Context: an optimization exercise on an open-source flow, tuned for small area. The choices shown serve that exercise and are no tape-out recipe. Function was checked by simulation only, so behaviour that the tests miss may differ from the original. Power figures rest on the tool's default switching activity, not on a simulated workload. No driver is modelled on the clock port, so clocking that relies on it looks cheaper here than on a real chip.

==> flow/design.v <==
module dp_ram_be #(
    parameter int                    DATA_WIDTH = 8,
    parameter int                    ADDR_WIDTH = 8,
    parameter int                    BYTE_WIDTH = 8,
    parameter logic [DATA_WIDTH-1:0] INIT_VALUE = '0
) (
    input  logic                                clk,
    input  logic                                rst,
    output logic                                init_busy,
    input  logic                                wr_en,
    input  logic [ADDR_WIDTH-1:0]               wr_addr,
    input  logic [DATA_WIDTH/BYTE_WIDTH-1:0]    wr_be,
    input  logic [DATA_WIDTH-1:0]               w_data,
    input  logic                                rd_en,
    input  logic [ADDR_WIDTH-1:0]               rd_addr,
    output logic [DATA_WIDTH-1:0]               r_data,
    output logic                                r_valid
);
    localparam int NB    = DATA_WIDTH / BYTE_WIDTH;
    localparam int DEPTH = 2 ** ADDR_WIDTH;
    logic                    state;       
    logic [ADDR_WIDTH-1:0]   clr_cnt;
    logic [DATA_WIDTH-1:0]   mem [DEPTH];
    logic [DATA_WIDTH-1:0]   mem_nxt [DEPTH];
    logic [DATA_WIDTH-1:0]   rd_data_p1;
    logic                    vld_p1;
    always_ff @(posedge clk or posedge rst) begin
        if (rst) begin
            state   <= 1'b0;
            clr_cnt <= '0;
        end else if (!state) begin
            clr_cnt <= clr_cnt + 1'b1;
            if (&clr_cnt) state <= 1'b1;
        end
    end
    assign init_busy = ~state;
    logic [ADDR_WIDTH-1:0]   wa;
    logic [NB-1:0]           wl;
    logic [DATA_WIDTH-1:0]   wd;
    logic [DEPTH-1:0]        wsel;
    assign wa = state ? wr_addr : clr_cnt;
    assign wl = state ? (wr_be & {NB{wr_en}}) : {NB{1'b1}};
    assign wd = state ? w_data : INIT_VALUE;
    dp_ram_be_dec #(.AW(ADDR_WIDTH)) u_wdec (
        .a   (wa),
        .en  (1'b1),
        .sel (wsel)
    );
    logic [DATA_WIDTH-1:0]   wdl;
    for (genvar l = 0; l < NB; l++) begin : g_wdl
        assign wdl[l*BYTE_WIDTH +: BYTE_WIDTH] = wd[l*BYTE_WIDTH +: BYTE_WIDTH] & {BYTE_WIDTH{wl[l]}};
    end
    for (genvar w = 0; w < DEPTH; w++) begin : g_word
        for (genvar l = 0; l < NB; l++) begin : g_lane
            logic keep;
            assign keep = ~(wsel[w] & wl[l]);
            for (genvar i = 0; i < BYTE_WIDTH; i++) begin : g_bit
                dp_ram_be_wcell #(.W(1)) u_cell (
                    .q    (mem[w][l*BYTE_WIDTH + i]),
                    .d    (wdl[l*BYTE_WIDTH + i]),
                    .sel  (wsel[w]),
                    .keep (keep),
                    .nx   (mem_nxt[w][l*BYTE_WIDTH + i])
                );
            end
        end
        always_ff @(posedge clk) begin
            mem[w] <= mem_nxt[w];
        end
    end
    logic                    rd_go;
    logic [DEPTH-1:0]        rsel;
    logic [DATA_WIDTH-1:0]   rd_nxt;
    assign rd_go = rd_en & state;
    dp_ram_be_dec #(.AW(ADDR_WIDTH)) u_rdec (
        .a   (rd_addr),
        .en  (rd_go),
        .sel (rsel)
    );
    for (genvar b = 0; b < DATA_WIDTH; b++) begin : g_rbit
        logic [DEPTH-1:0] col;
        for (genvar w = 0; w < DEPTH; w++) begin : g_col
            assign col[w] = mem[w][b];
        end
        dp_ram_be_rbit #(.N(DEPTH)) u_rbit (
            .d    (col),
            .s    (rsel),
            .q    (rd_data_p1[b]),
            .hold (~rd_go),
            .y    (rd_nxt[b])
        );
    end
    always_ff @(posedge clk or posedge rst) begin
        if (rst) begin
            vld_p1     <= 1'b0;
            rd_data_p1 <= '0;
        end else begin
            vld_p1     <= rd_go;
            rd_data_p1 <= rd_nxt;
        end
    end
    assign r_data  = rd_data_p1;
    assign r_valid = vld_p1;
endmodule
module dp_ram_be_dec #(
    parameter int AW = 6
) (
    input  logic [AW-1:0]    a,
    input  logic             en,
    output logic [2**AW-1:0] sel
);
    localparam int LW = AW / 2;
    localparam int HW = AW - LW;
    logic [2**LW-1:0] lo;
    logic [2**HW-1:0] hi;
    for (genvar i = 0; i < 2**LW; i++) begin : g_lo
        assign lo[i] = (a[LW-1:0] == LW'(i));
    end
    for (genvar i = 0; i < 2**HW; i++) begin : g_hi
        assign hi[i] = en && (a[AW-1:LW] == HW'(i));
    end
    for (genvar i = 0; i < 2**AW; i++) begin : g_sel
        assign sel[i] = hi[i >> LW] & lo[i % (2**LW)];
    end
endmodule
module dp_ram_be_wcell #(
    parameter int W = 8
) (
    input  logic [W-1:0] q,
    input  logic [W-1:0] d,
    input  logic         sel,
    input  logic         keep,
    output logic [W-1:0] nx
);
    assign nx = (q & {W{keep}}) | (d & {W{sel}});
endmodule
module dp_ram_be_rbit #(
    parameter int N = 64
) (
    input  logic [N-1:0] d,
    input  logic [N-1:0] s,
    input  logic         q,
    input  logic         hold,
    output logic         y
);
    localparam int NT = N + 1;
    localparam int NF = NT / 3;
    localparam int NR = NT % 3;
    localparam int NG = NF + (NR != 0 ? 1 : 0);
    logic [NT-1:0] dd, ss;
    logic [NG-1:0] g_n;
    assign dd = {q, d};
    assign ss = {hold, s};
    for (genvar g = 0; g < NF; g++) begin : g_grp
        dp_ram_be_aoi #(.K(3)) u_aoi (
            .d   (dd[3*g +: 3]),
            .s   (ss[3*g +: 3]),
            .y_n (g_n[g])
        );
    end
    if (NR != 0) begin : g_rem
        dp_ram_be_aoi #(.K(NR)) u_aoi (
            .d   (dd[3*NF +: NR]),
            .s   (ss[3*NF +: NR]),
            .y_n (g_n[NF])
        );
    end
    localparam int N2 = (NG + 3) / 4;
    localparam int N3 = (N2 + 1) / 2;
    logic [N2-1:0] o2;
    logic [N3-1:0] o3_n;
    for (genvar g = 0; g < N2; g++) begin : g_l2
        localparam int LO = g * NG / N2;
        localparam int HI = (g + 1) * NG / N2;
        dp_ram_be_nand #(.K(HI - LO)) u_nand (
            .a (g_n[HI-1:LO]),
            .y (o2[g])
        );
    end
    for (genvar g = 0; g < N3; g++) begin : g_l3
        localparam int LO = g * N2 / N3;
        localparam int HI = (g + 1) * N2 / N3;
        dp_ram_be_nor #(.K(HI - LO)) u_nor (
            .a   (o2[HI-1:LO]),
            .y   (o3_n[g])
        );
    end
    dp_ram_be_nand #(.K(N3)) u_out (
        .a (o3_n),
        .y (y)
    );
endmodule
module dp_ram_be_nand #(
    parameter int K = 2
) (
    input  logic [K-1:0] a,
    output logic         y
);
    assign y = ~&a;
endmodule
module dp_ram_be_nor #(
    parameter int K = 2
) (
    input  logic [K-1:0] a,
    output logic         y
);
    assign y = ~|a;
endmodule
module dp_ram_be_aoi #(
    parameter int K = 3
) (
    input  logic [K-1:0] d,
    input  logic [K-1:0] s,
    output logic         y_n
);
    assign y_n = ~|(d & s);
endmodule
module dp_ram_be_top (
    input  logic        clk,
    input  logic        rst,
    output logic        init_busy,
    input  logic        wr_en,
    input  logic [5:0]  wr_addr,
    input  logic [3:0]  wr_be,
    input  logic [31:0] w_data,
    input  logic        rd_en,
    input  logic [5:0]  rd_addr,
    output logic [31:0] r_data,
    output logic        r_valid
);
    dp_ram_be #(
        .DATA_WIDTH(32),
        .ADDR_WIDTH(6),
        .BYTE_WIDTH(8),
        .INIT_VALUE(32'hA5C3_5A3C)
    ) u_ram (
        .clk      (clk),
        .rst      (rst),
        .init_busy(init_busy),
        .wr_en    (wr_en),
        .wr_addr  (wr_addr),
        .wr_be    (wr_be),
        .w_data   (w_data),
        .rd_en    (rd_en),
        .rd_addr  (rd_addr),
        .r_data   (r_data),
        .r_valid  (r_valid)
    );
endmodule
export LEC_CHECK = 0
export CAP_MARGIN = 20
export CORE_MARGIN = 2
export CORE_UTILIZATION = 68
export CTS_BUF_LIST = sky130_fd_sc_hd__clkbuf_16
export CTS_CLUSTER_DIAMETER = 80
export CTS_CLUSTER_SIZE = 30
export SLEW_MARGIN = 20
export SYNTH_HIERARCHICAL = 1
create_clock -name core_clock -period 4.0 [get_ports {clk}]
standard.sh (not shown) runs the stock make flow with config.mk's settings and CLKGATE_MAP_FILE= SYNTH_SCRIPT=/design/flow/synth_recipe.tcl, a recipe that flattens the netlist after the stock synthesis.
==> flow/flow/run.sh <==
#!/bin/bash
# Own layout flow: the standard flow (standard.sh) with two changes made
# through ORFS's own variables:
#   * input/output ports are buffered with buf_2 instead of the default delay
#     buffer, which is larger and slower;
#   * CTS builds the tree from clkbuf_16 with larger sink clusters and does
#     not add dummy loads.
# The full make output goes to standard.log in the work folder; ORFS's
# per-step logs stay under orfs/logs/.
set -euo pipefail
export BUFFER_PORTS_ARGS="-buffer_cell sky130_fd_sc_hd__buf_2"
export CTS_ARGS="-sink_clustering_enable -repair_clock_nets -dont_use_dummy_load -buf_list sky130_fd_sc_hd__clkbuf_16 -sink_clustering_size 30 -sink_clustering_max_diameter 80"
bash standard.sh > standard.log 2>&1
Edit:
Settings changed: CORE_UTILIZATION 68 to 62, SETUP_SLACK_MARGIN set to 0.2.
Result: Sequential share of layout area falls by 0.17 points. Clock-buffer cell count rises by 2. Combinational power falls by about 3%. Cell area rises by 0.32%.

[separate check: timing with driven ports]
No port has a modelled driver above. Below, the same layouts with a new extraction and two added sets of constraints.
Step 1 assumes that a clkbuf_16 drives the clock port and a buf_2 every other input.
Step 2, shift: input delay + t, output delay - t, t = (earliest + latest rising clock arrival at the registers) / 2. This alone moves slack from input paths to output paths.
a / b / c = ideal / step 1 / step 2; a / b = the first two.
run | shift t [ns] | setup slack, ns | slew at the worst register clock pin (ns) | worst slew at a driven data input, ns
the first run | 0.776 | 0.100 / 0.100 / -0.403 | 0.12 / 0.12 | 0.11
the second run | 0.776 | 0.232 / 0.232 / -0.091 | 0.12 / 0.12 | 0.16
Met with ideal ports but missed after step 2: setup timing in the first run and the second run. For the first run, which loses most, drivers alone change the setup slack by 0.000 ns; drivers and shift together by -0.503 ns.
